What follows belongs to an exercise in optimizing a design on an open flow for small area and a short achievable clock period; a production flow would make more cautious choices. At most, simulation tests tie the RTL to the original design; equivalence was not proved. Power is estimated from default activity; no workload was simulated.

## sid_synth_top
module sid_synth_top #(
    parameter  int NUM_VOICES = 4,
    parameter  int SAMPLE_DIV = 256,
    localparam int MIX_W      = synth_pkg::REG_W + 2
) (
    input  wire logic             clk,
    input  wire logic             rst_n,
    input  wire logic             spi_clk,
    input  wire logic             spi_cs_n,
    input  wire logic             spi_mosi,
    output logic      [MIX_W-1:0] sample,
    output logic                  sample_valid
);
make LEC_CHECK=0 CAP_MARGIN=20 CORE_MARGIN=2 CORE_UTILIZATION=40 CTS_CLUSTER_DIAMETER=80 CTS_CLUSTER_SIZE=20 SETUP_SLACK_MARGIN=3.5 SLEW_MARGIN=20 finish   # period 7.0 ns
run.sh (not shown) runs the stock make flow with config.mk's settings and CLKGATE_MAP_FILE= SYNTH_SCRIPT=/design/flow/synth_recipe.tcl, a recipe that flattens the netlist after the stock synthesis.
Then changed:
CTS_CLUSTER_DIAMETER = 90   (was 80)
CTS_CLUSTER_SIZE = 25   (was 20)
SETUP_SLACK_MARGIN = 4.0   (was 3.5)
Sequential power hardly moves.
Synthesized area is unchanged.
Synthesized cell count stays the same.
Then changed:
SETUP_SLACK_MARGIN = 3.0   (was 4.0)
The changed run completed without violations.
Clock skew fell by 0.018 ns.
Hold slack got worse by 0.015 ns.
Via count shrinks by 2.6%.
Combinational power fell by 13%.
Then changed:
SETUP_SLACK_MARGIN = 3.5   (was 3.0)
The new run passed the timing, design-rule and antenna checks; via count went up by about 0.6%; clock power went up by about 2%; final area went up by 2.3%; power went up by 0.79%; non-clock buffer count went up by 45; clock-buffer cell count went up by 1; worst setup slack improves by 0.23 ns.
Then changed:
ABC_AREA = 1   (was not set)
SETUP_SLACK_MARGIN = 3.6   (was 3.5)
After rerunning: Final area goes up by 1.1%; count of clock-buffer cells in the layout is unchanged; synthesized cell count goes up by 16%; critical path depth goes up by 2; die area goes up by 1.0%; hold slack improves by 0.036 ns; clock power barely changes.
Then changed:
ABC_AREA = not set   (was 1)
SETUP_SLACK_MARGIN = 3.8   (was 3.6)
Final cell count goes down by roughly a tenth.
Global-route usage came out higher by 0.62 points.
Sequential cell count is unchanged.
Die area drops slightly.
Total power decreases slightly.
Non-clock buffer count rises by 75.
Via count falls by a few percent.

## main
Another version of the RTL of sid_synth_top (not shown whole).
Size in the first run: ~3000 cells after synthesis, ~440 flip-flops, ~0.029 mm^2 of cells after synthesis.
==> flow/config.mk <==
export PLATFORM = sky130hd
export DESIGN_NAME = sid_synth_top
export DESIGN_NICKNAME = sid_synth_top
export VERILOG_FILES = /design/flow/design.v
export SDC_FILE = /design/flow/constraint.sdc
export NUM_CORES = 4
export LEC_CHECK = 0
export CAP_MARGIN = 20
export CORE_MARGIN = 2
export CORE_UTILIZATION = 40
export SLEW_MARGIN = 20
==> flow/constraint.sdc <==
create_clock -name core_clock -period 7.0 [get_ports {clk}]
set_input_delay 1.4000 -clock core_clock [delete_from_list [all_inputs] [get_ports {clk}]]
set_output_delay 1.4000 -clock core_clock [all_outputs]
set_load 0.01 [all_outputs]
[inputs] the feature branch vs main
# main
export LEC_CHECK = 0
export CAP_MARGIN = 20
export CORE_MARGIN = 2
export CORE_UTILIZATION = 40
export SLEW_MARGIN = 20
create_clock -name core_clock -period 7.0 [get_ports {clk}]
# the feature branch
export LEC_CHECK = 0
export CAP_MARGIN = 20
export CORE_MARGIN = 2
export CORE_UTILIZATION = 40
export SETUP_SLACK_MARGIN = 3.0
export SLEW_MARGIN = 20
create_clock -name core_clock -period 7.0 [get_ports {clk}]
==> summary.txt <==
Both conditions hold for the feature branch: the flow ran to the end and the final layout passed the timing, design-rule and antenna checks.
On number of distinct standard cells referenced by the synthesized netlist, main tracks the feature branch almost exactly.
The feature branch against main: final cell count now larger, power in combinational cells comparable, post-synthesis to final-layout area growth now larger.
The feature branch vs. main: multi-input combinational area share went up; synthesized netlist net count did not really move.
No run of this note included a check of the RTL's function; only the layout flow was run.

== v52 ==
Another version of the RTL of sid_synth_top (not shown whole).
Size: about 3100 cells after synthesis, about 0.030 mm2 of cells after synthesis.
==> flow/design.v (excerpt) <==
module sid_synth_top #(
    parameter  int NUM_VOICES = 4,
    parameter  int SAMPLE_DIV = 256,
    localparam int MIX_W      = synth_pkg::REG_W + 2
) (
    input  wire logic             clk,
    input  wire logic             rst_n,
    input  wire logic             spi_clk,
    input  wire logic             spi_cs_n,
    input  wire logic             spi_mosi,
    output logic      [MIX_W-1:0] sample,
    output logic                  sample_valid
);
clock: 7.0 ns
lec_check: 0
cap_margin: 20
core_margin: 2
core_utilization: 55
cts_cluster_diameter: 80
cts_cluster_size: 20
setup_slack_margin: 3.0
slew_margin: 20
v52 completed; timing, DRC and antenna clean
Edits applied to the flow inputs when going from v52 to v48:
Settings: a change of CTS_CLUSTER_DIAMETER from 80 to 100; a change of CORE_UTILIZATION from 55 to 40; a change of CTS_CLUSTER_SIZE from 20 to 30.
### Flow results
- On detailed-routing wirelength on met1, v52 and v48 are neck and neck.
- Total stage count of the critical path, v52 and v48: larger value in v48
- v52 -> v48: smallest setup slack after layout flat
- Total power consumption of the routed design improves in v48 relative to v52.
- On final instance area, v52 tracks v48 almost exactly.
- For minimum period implied by the final worst setup slack, v52 and v48 come out practically identical.
- On maximum frequency, v52 and v48 are neck and neck.
- Via count: v48 vs v52 down 454
Relative to v48, the following input files were edited for v50:
Settings: CTS_CLUSTER_DIAMETER removed (was 100); SETUP_SLACK_MARGIN changed from 3.0 to 3.5; CTS_CLUSTER_SIZE removed (was 30).
[summary]
v50 ended up with g_voice[2].u_voice.m[7]$_DFF_P_ as its end of the critical path; v48 ended up with g_voice[3].u_voice.m[7]$_DFF_P_.
Clock power, v50 vs v48: up by more than half
Going from v48 to v50, the combinational power was found to have gone up by 9.1%.
Diff v48 -> v50 | global-route usage | increase of 0.60 points
Summary: with v48 as the reference, total design power in v50 moved up by more than 10%.
v48 -> v50: maximum buffer depth of the clock tree delta 0, exact match
Compared to v48, v50 has final weighted congestion of routability-driven global placement 3.9% higher.
v50: worst hold slack 6.3 ps below v48
Setup changes, v50 to v13
Settings: putting CTS_BUF_LIST at sky130_fd_sc_hd__clkbuf_4 sky130_fd_sc_hd__clkbuf_8 where nothing was set; swapping 3.5 for 3.0 in SETUP_SLACK_MARGIN.
Notes after the runs:
- Wire length on met1 ends up lower on v50.
- NOTE: met2 demand-to-capacity share in global routing in v13 falls short of that of v50
- Between v50 and v13, per-cell routed wire length decreased.
- Combined area of the multi-input logic cells (v13 over v50): decrease, about 3.5%
- Power: v13 draws more than v50
- Cmp v13 vs v50: maximum achievable frequency lower in v13
- ~same peak per-stage delay on the critical path in v13 and v50
- Of v13 and v50, the run reporting the higher required time at the worst-slack endpoint was v13.
- Compared to v50, v13 has buffer and inverter count on the worst path 1 lower.
- Fraction of layout instances using a drive strength above 1 sits lower in v13 than in v50.
- The higher area growth from synthesis to layout came out of v50.
No run of this note included a check of the RTL's function; only the layout flow was run.

[separate check: timing with driven ports]
How much do the figures lean on ideal ports? The routed layouts below were timed once more, with nothing changed but the port constraints. Step 1, drivers: a clkbuf_16 drives clk and a buf_2 each remaining input, both assumed. Step 2, shift: input delay + t, output delay - t, t = (earliest + latest rising clock arrival at the registers) / 2. This alone moves slack from input paths to output paths. a / b / c = ideal / step 1 / step 2; a / b = the first two.
run	t, ns	setup slack, ns	worst setup path after step 2	latest minus earliest clock arrival (ns)
the first run of note 1	0.635	3.438 / 3.438 / 3.438	register to register	0.027 / 0.027
the second run of note 1	0.680	3.450 / 3.450 / 3.450	register to register	0.044 / 0.044
the third run of note 1	0.656	3.187 / 3.187 / 3.187	register to register	0.024 / 0.024
the fourth run of note 1	0.663	3.420 / 3.420 / 3.420	register to register	0.028 / 0.029
the fifth run of note 1	0.663	3.677 / 3.677 / 3.677	register to register	0.038 / 0.038
the sixth run of note 1	0.667	3.449 / 3.449 / 3.449	register to register	0.031 / 0.032
main	0.657	2.162 / 2.162 / 2.162	register to register	0.018 / 0.018
the feature branch	0.645	2.710 / 2.710 / 2.710	register to register	0.026 / 0.027
v52	0.692	3.148 / 3.148 / 3.148	register to register	0.019 / 0.018
v48	0.639	3.146 / 3.146 / 3.146	register to register	0.036 / 0.035
v50	0.664	3.287 / 3.287 / 3.287	register to register	0.017 / 0.018
v13	0.715	3.102 / 3.102 / 3.102	register to register	0.034 / 0.034
After both steps setup and hold are still met in every run listed.
